Source: an optimization exercise on an open RTL-to-GDS flow (aim: small area and a short achievable clock period). Production flows keep margins and buffers that such runs may drop. The RTL was checked by simulation tests, not by an equivalence proof against the original design. Power figures rest on the tool's default switching activity, not on a simulated workload.

==> flow/design.v <==
package lsu_pkg;
    localparam int DATA_W = 32;
    localparam logic [6:0] OPC_LOAD  = 7'b0000011;
    localparam logic [6:0] OPC_STORE = 7'b0100011;
    localparam logic [4:0] REG_INSTR  = 5'h00;
    localparam logic [4:0] REG_BASE   = 5'h04;
    localparam logic [4:0] REG_WDATA  = 5'h08;
    localparam logic [4:0] REG_RESULT = 5'h0C;
    localparam logic [4:0] REG_STATUS = 5'h10;
endpackage
`timescale 1ns/1ps
module lsu_decoder (
    input  logic [31:0] instr,
    input  logic [7:0]  base_lo,
    output logic [1:0]  offset,
    output logic [63:0] word_sel,
    output logic [3:0]  lane_mask,
    output logic [1:0]  mem_size,
    output logic        mem_sign,
    output logic        load_ok,
    output logic        store_ok,
    output logic        misaligned,
    output logic        illegal
);
    logic       is_load;
    logic       is_store;
    logic [2:0] funct3;
    logic [7:0] imm;
    logic [7:0] byte_address;
    logic       funct3_ok;
    logic       legal_load;
    logic       legal_store;
    assign is_load  = (instr[6:0] == lsu_pkg::OPC_LOAD);
    assign is_store = (instr[6:0] == lsu_pkg::OPC_STORE);
    assign funct3   = instr[14:12];
    assign imm          = instr[5] ? {instr[27:25], instr[11:7]} : instr[27:20];
    assign byte_address = base_lo + imm;
    assign offset       = byte_address[1:0];
    always_comb begin
        for (int i = 0; i < 64; i++) begin
            word_sel[i] = (byte_address[7:2] == i[5:0]);
        end
    end
    assign funct3_ok   = !(funct3[1] && funct3[0]) && !(funct3[2] && funct3[1]);
    assign legal_load  = is_load  && funct3_ok;
    assign legal_store = is_store && funct3_ok && !funct3[2];
    assign illegal     = !(legal_load || legal_store);
    assign mem_size = funct3[1:0];
    assign mem_sign = !funct3[2];
    assign misaligned = !illegal && ((funct3[1:0] == 2'b01 && offset[0]) ||
                                     (funct3[1:0] == 2'b10 && offset != 2'b00));
    assign load_ok  = legal_load  && !misaligned;
    assign store_ok = legal_store && !misaligned;
    always_comb begin
        case (funct3[1:0])
            2'b00:   lane_mask = 4'b0001 << offset;
            2'b01:   lane_mask = offset[1] ? 4'b1100 : 4'b0011;
            default: lane_mask = 4'b1111;
        endcase
    end
endmodule
`timescale 1ns/1ps
module data_memory (
    input  logic        clk,
    input  logic [63:0] word_sel,
    input  logic [3:0]  lane_we,
    input  logic [1:0]  mem_size,
    input  logic [31:0] write_data,
    output logic [31:0] read_word
);
    logic [31:0] ram [64];
    logic [31:0] lane_data;
    always_comb begin
        lane_data[7:0]   = write_data[7:0];
        lane_data[15:8]  = (mem_size == 2'b00) ? write_data[7:0] : write_data[15:8];
        lane_data[23:16] = mem_size[1] ? write_data[23:16] : write_data[7:0];
        lane_data[31:24] = mem_size[1] ? write_data[31:24] :
                           mem_size[0] ? write_data[15:8]  : write_data[7:0];
    end
    always_ff @(posedge clk) begin
        for (int w = 0; w < 64; w++) begin
            for (int l = 0; l < 4; l++) begin
                if (word_sel[w] && lane_we[l]) begin
                    ram[w][8*l +: 8] <= lane_data[8*l +: 8];
                end
            end
        end
    end
    always_comb begin
        read_word = '0;
        for (int w = 0; w < 64; w++) begin
            read_word = read_word | (ram[w] & {32{word_sel[w]}});
        end
    end
endmodule
`timescale 1ns/1ps
module lsu_apb_regs (
    input  logic        clk,
    input  logic        rst,
    input  logic [4:0]  paddr,
    input  logic        psel,
    input  logic        penable,
    input  logic        pwrite,
    input  logic [31:0] pwdata,
    output logic [31:0] prdata,
    output logic        pready,
    output logic        pslverr,
    output logic [7:0]  base_lo,
    output logic [31:0] wdata,
    input  logic [1:0]  offset,
    input  logic [63:0] word_sel,
    input  logic [3:0]  lane_mask,
    input  logic [1:0]  mem_size,
    input  logic        mem_sign,
    input  logic        load_ok,
    input  logic        store_ok,
    input  logic        misaligned,
    input  logic        illegal,
    output logic [63:0] word_sel_q,
    output logic [3:0]  lane_we,
    output logic [1:0]  mem_size_q,
    input  logic [31:0] read_word
);
    logic        setup;
    logic        instr_sel;
    logic        map_err;
    logic [31:0] base;
    logic [31:0] result;
    logic [1:0]  status;
    logic [1:0]  offset_q;
    logic        sign_q;
    logic        load_read;
    logic        load_align;
    logic        base_wr;
    logic        wdata_wr;
    logic [7:0]  byte_lane;
    logic [15:0] half_lane;
    logic [31:0] aligned;
    assign setup     = psel && !penable;
    assign instr_sel = pwrite && (paddr == lsu_pkg::REG_INSTR);
    assign base_lo   = base[7:0];
    always_comb begin
        case (paddr)
            lsu_pkg::REG_INSTR:  map_err = !pwrite;
            lsu_pkg::REG_BASE,
            lsu_pkg::REG_WDATA:  map_err = 1'b0;
            lsu_pkg::REG_RESULT,
            lsu_pkg::REG_STATUS: map_err = pwrite;
            default:             map_err = 1'b1;
        endcase
    end
    always_ff @(posedge clk) begin
        pready  <= !(setup && instr_sel);
        pslverr <= instr_sel ? (illegal || misaligned) : map_err;
        if (paddr[4]) begin
            prdata <= {30'b0, status};
        end else begin
            case (paddr[3:2])
                2'b01:   prdata <= base;
                2'b10:   prdata <= wdata;
                default: prdata <= result;
            endcase
        end
    end
    always_ff @(posedge clk) begin
        word_sel_q <= word_sel;
        offset_q   <= offset;
        mem_size_q <= mem_size;
        sign_q     <= mem_sign;
        base_wr    <= setup && pwrite && (paddr == lsu_pkg::REG_BASE);
        wdata_wr   <= setup && pwrite && (paddr == lsu_pkg::REG_WDATA);
        lane_we    <= lane_mask & {4{setup && instr_sel && store_ok}};
        load_read  <= setup && instr_sel && load_ok;
        load_align <= load_read;
    end
    assign byte_lane = result[8*offset_q +: 8];
    assign half_lane = offset_q[1] ? result[31:16] : result[15:0];
    always_comb begin
        case (mem_size_q)
            2'b00:   aligned = {{24{sign_q && byte_lane[7]}}, byte_lane};
            2'b01:   aligned = {{16{sign_q && half_lane[15]}}, half_lane};
            default: aligned = result;
        endcase
    end
    always_ff @(posedge clk) begin
        if (rst) begin
            base   <= '0;
            wdata  <= '0;
            result <= '0;
            status <= '0;
        end else begin
            if (base_wr) begin
                base <= pwdata;
            end
            if (wdata_wr) begin
                wdata <= pwdata;
            end
            if (setup && instr_sel) begin
                status <= {illegal, misaligned};
            end
            if (load_read) begin
                result <= read_word;
            end else if (load_align) begin
                result <= aligned;
            end
        end
    end
endmodule
`timescale 1ns/1ps
module lsu_top #(
    parameter int ADDR_W = 8
) (
    input  logic        clk,
    input  logic        rst,
    input  logic [4:0]  paddr,
    input  logic        psel,
    input  logic        penable,
    input  logic        pwrite,
    input  logic [31:0] pwdata,
    output logic [31:0] prdata,
    output logic        pready,
    output logic        pslverr
);
    logic [7:0]  base_lo;
    logic [31:0] wdata;
    logic [1:0]  offset;
    logic [63:0] word_sel;
    logic [3:0]  lane_mask;
    logic [1:0]  mem_size;
    logic        mem_sign;
    logic        load_ok;
    logic        store_ok;
    logic        misaligned;
    logic        illegal;
    logic [63:0] word_sel_q;
    logic [3:0]  lane_we;
    logic [1:0]  mem_size_q;
    logic [31:0] read_word;
    lsu_apb_regs i_regs (
        .clk        (clk),
        .rst        (rst),
        .paddr      (paddr),
        .psel       (psel),
        .penable    (penable),
        .pwrite     (pwrite),
        .pwdata     (pwdata),
        .prdata     (prdata),
        .pready     (pready),
        .pslverr    (pslverr),
        .base_lo    (base_lo),
        .wdata      (wdata),
        .offset     (offset),
        .word_sel   (word_sel),
        .lane_mask  (lane_mask),
        .mem_size   (mem_size),
        .mem_sign   (mem_sign),
        .load_ok    (load_ok),
        .store_ok   (store_ok),
        .misaligned (misaligned),
        .illegal    (illegal),
        .word_sel_q (word_sel_q),
        .lane_we    (lane_we),
        .mem_size_q (mem_size_q),
        .read_word  (read_word)
    );
    lsu_decoder i_decoder (
        .instr      (pwdata),
        .base_lo    (base_lo),
        .offset     (offset),
        .word_sel   (word_sel),
        .lane_mask  (lane_mask),
        .mem_size   (mem_size),
        .mem_sign   (mem_sign),
        .load_ok    (load_ok),
        .store_ok   (store_ok),
        .misaligned (misaligned),
        .illegal    (illegal)
    );
    data_memory i_memory (
        .clk        (clk),
        .word_sel   (word_sel_q),
        .lane_we    (lane_we),
        .mem_size   (mem_size_q),
        .write_data (wdata),
        .read_word  (read_word)
    );
endmodule
Settings: LEC_CHECK=0, CAP_MARGIN=20, CORE_MARGIN=2, CORE_UTILIZATION=55, CTS_CLUSTER_DIAMETER=80, CTS_CLUSTER_SIZE=24, SETUP_SLACK_MARGIN=4.5, SLEW_MARGIN=20, SYNTH_MEMORY_MAX_BITS=16384; clock period 7.5 ns.
run.sh (not shown) runs the stock make flow with config.mk's settings and CLKGATE_MAP_FILE= SYNTH_SCRIPT=/design/flow/synth_recipe.tcl, a recipe that flattens the netlist after the stock synthesis.
The starting point completed with no timing, DRC or antenna violations.
Rerun with:
--- a/flow/design.v
+++ b/flow/design.v
@@ -12,9 +12,10 @@
 module lsu_decoder (
     input  logic [31:0] instr,
     input  logic [7:0]  base_lo,
     output logic [1:0]  offset,
-    output logic [63:0] word_sel,
+    output logic [7:0]  word_hi,
+    output logic [7:0]  word_lo,
     output logic [3:0]  lane_mask,
     output logic [1:0]  mem_size,
     output logic        mem_sign,
     output logic        load_ok,
@@ -36,10 +37,11 @@
     assign imm          = instr[5] ? {instr[27:25], instr[11:7]} : instr[27:20];
     assign byte_address = base_lo + imm;
     assign offset       = byte_address[1:0];
     always_comb begin
-        for (int i = 0; i < 64; i++) begin
-            word_sel[i] = (byte_address[7:2] == i[5:0]);
+        for (int i = 0; i < 8; i++) begin
+            word_hi[i] = (byte_address[7:5] == i[2:0]);
+            word_lo[i] = (byte_address[4:2] == i[2:0]);
         end
     end
     assign funct3_ok   = !(funct3[1] && funct3[0]) && !(funct3[2] && funct3[1]);
     assign legal_load  = is_load  && funct3_ok;
@@ -61,16 +63,23 @@
 endmodule
 `timescale 1ns/1ps
 module data_memory (
     input  logic        clk,
-    input  logic [63:0] word_sel,
+    input  logic [7:0]  word_hi,
+    input  logic [7:0]  word_lo,
     input  logic [3:0]  lane_we,
     input  logic [1:0]  mem_size,
     input  logic [31:0] write_data,
     output logic [31:0] read_word
 );
     logic [31:0] ram [64];
+    logic [63:0] word_sel;
     logic [31:0] lane_data;
+    always_comb begin
+        for (int w = 0; w < 64; w++) begin
+            word_sel[w] = word_hi[w / 8] && word_lo[w % 8];
+        end
+    end
     always_comb begin
         lane_data[7:0]   = write_data[7:0];
         lane_data[15:8]  = (mem_size == 2'b00) ? write_data[7:0] : write_data[15:8];
         lane_data[23:16] = mem_size[1] ? write_data[23:16] : write_data[7:0];
@@ -107,22 +116,25 @@
     output logic        pslverr,
     output logic [7:0]  base_lo,
     output logic [31:0] wdata,
     input  logic [1:0]  offset,
-    input  logic [63:0] word_sel,
+    input  logic [7:0]  word_hi,
+    input  logic [7:0]  word_lo,
     input  logic [3:0]  lane_mask,
     input  logic [1:0]  mem_size,
     input  logic        mem_sign,
     input  logic        load_ok,
     input  logic        store_ok,
     input  logic        misaligned,
     input  logic        illegal,
-    output logic [63:0] word_sel_q,
+    output logic [7:0]  word_hi_q,
+    output logic [7:0]  word_lo_q,
     output logic [3:0]  lane_we,
     output logic [1:0]  mem_size_q,
     input  logic [31:0] read_word
 );
     logic        setup;
+    logic        access;
     logic        instr_sel;
     logic        map_err;
     logic [31:0] base;
     logic [31:0] result;
@@ -130,14 +142,13 @@
     logic [1:0]  offset_q;
     logic        sign_q;
     logic        load_read;
     logic        load_align;
-    logic        base_wr;
-    logic        wdata_wr;
     logic [7:0]  byte_lane;
     logic [15:0] half_lane;
     logic [31:0] aligned;
     assign setup     = psel && !penable;
+    assign access    = psel && penable;
     assign instr_sel = pwrite && (paddr == lsu_pkg::REG_INSTR);
     assign base_lo   = base[7:0];
     always_comb begin
         case (paddr)
@@ -162,14 +173,13 @@
             endcase
         end
     end
     always_ff @(posedge clk) begin
-        word_sel_q <= word_sel;
+        word_hi_q  <= word_hi;
+        word_lo_q  <= word_lo;
         offset_q   <= offset;
         mem_size_q <= mem_size;
         sign_q     <= mem_sign;
-        base_wr    <= setup && pwrite && (paddr == lsu_pkg::REG_BASE);
-        wdata_wr   <= setup && pwrite && (paddr == lsu_pkg::REG_WDATA);
         lane_we    <= lane_mask & {4{setup && instr_sel && store_ok}};
         load_read  <= setup && instr_sel && load_ok;
         load_align <= load_read;
     end
@@ -188,12 +198,12 @@
             wdata  <= '0;
             result <= '0;
             status <= '0;
         end else begin
-            if (base_wr) begin
+            if (access && pwrite && (paddr == lsu_pkg::REG_BASE)) begin
                 base <= pwdata;
             end
-            if (wdata_wr) begin
+            if (access && pwrite && (paddr == lsu_pkg::REG_WDATA)) begin
                 wdata <= pwdata;
             end
             if (setup && instr_sel) begin
                 status <= {illegal, misaligned};
@@ -223,17 +233,19 @@
 );
     logic [7:0]  base_lo;
     logic [31:0] wdata;
     logic [1:0]  offset;
-    logic [63:0] word_sel;
+    logic [7:0]  word_hi;
+    logic [7:0]  word_lo;
     logic [3:0]  lane_mask;
     logic [1:0]  mem_size;
     logic        mem_sign;
     logic        load_ok;
     logic        store_ok;
     logic        misaligned;
     logic        illegal;
-    logic [63:0] word_sel_q;
+    logic [7:0]  word_hi_q;
+    logic [7:0]  word_lo_q;
     logic [3:0]  lane_we;
     logic [1:0]  mem_size_q;
     logic [31:0] read_word;
     lsu_apb_regs i_regs (
@@ -249,26 +261,29 @@
         .pslverr    (pslverr),
         .base_lo    (base_lo),
         .wdata      (wdata),
         .offset     (offset),
-        .word_sel   (word_sel),
+        .word_hi    (word_hi),
+        .word_lo    (word_lo),
         .lane_mask  (lane_mask),
         .mem_size   (mem_size),
         .mem_sign   (mem_sign),
         .load_ok    (load_ok),
         .store_ok   (store_ok),
         .misaligned (misaligned),
         .illegal    (illegal),
-        .word_sel_q (word_sel_q),
+        .word_hi_q  (word_hi_q),
+        .word_lo_q  (word_lo_q),
         .lane_we    (lane_we),
         .mem_size_q (mem_size_q),
         .read_word  (read_word)
     );
     lsu_decoder i_decoder (
         .instr      (pwdata),
         .base_lo    (base_lo),
         .offset     (offset),
-        .word_sel   (word_sel),
+        .word_hi    (word_hi),
+        .word_lo    (word_lo),
         .lane_mask  (lane_mask),
         .mem_size   (mem_size),
         .mem_sign   (mem_sign),
         .load_ok    (load_ok),
@@ -277,9 +292,10 @@
         .illegal    (illegal)
     );
     data_memory i_memory (
         .clk        (clk),
-        .word_sel   (word_sel_q),
+        .word_hi    (word_hi_q),
+        .word_lo    (word_lo_q),
         .lane_we    (lane_we),
         .mem_size   (mem_size_q),
         .write_data (wdata),
         .read_word  (read_word)
After rerunning:
- setup slack loses 0.069 ns
- die area is higher by 0.98%
- design area is higher by 0.88%
- total power is higher by 4.6%
- fmax is lower by 2.2%
- sequential share of layout area is lower by 1.8 points
- non-clock buffer count is higher by 20
- clock power is higher by about 2%
- count of clock-buffer cells in the layout is higher by 16
- clock skew stays flat
- cell count is higher by 5.4%

re-timing with driven ports:
The flow's constraints put no driver on any port. The routed layouts listed below were extracted and timed again, unchanged, in two steps.
Step 1 sets driving cells, clkbuf_16 on the clock port and buf_2 on the other inputs (assumed; they add their load-dependent delay and slew).
Step 2 times the ports against the registers' clock, not the clock port: input delays grow and output delays shrink by t, the midpoint of the rising clock arrivals with the driver on.
Three values: no drivers, after step 1, after step 2; two values: the first two.
run | shift t [ns] | setup slack, ns | worst setup path after step 2
the first run | 0.843 | 4.393 / 4.387 / 3.544 | input to register
the second run | 0.847 | 4.325 / 4.325 / 3.787 | input to register
After both steps every run listed still meets setup and hold. For the first run, which loses most, drivers alone change the setup slack by -0.006 ns; drivers and shift together by -0.849 ns.
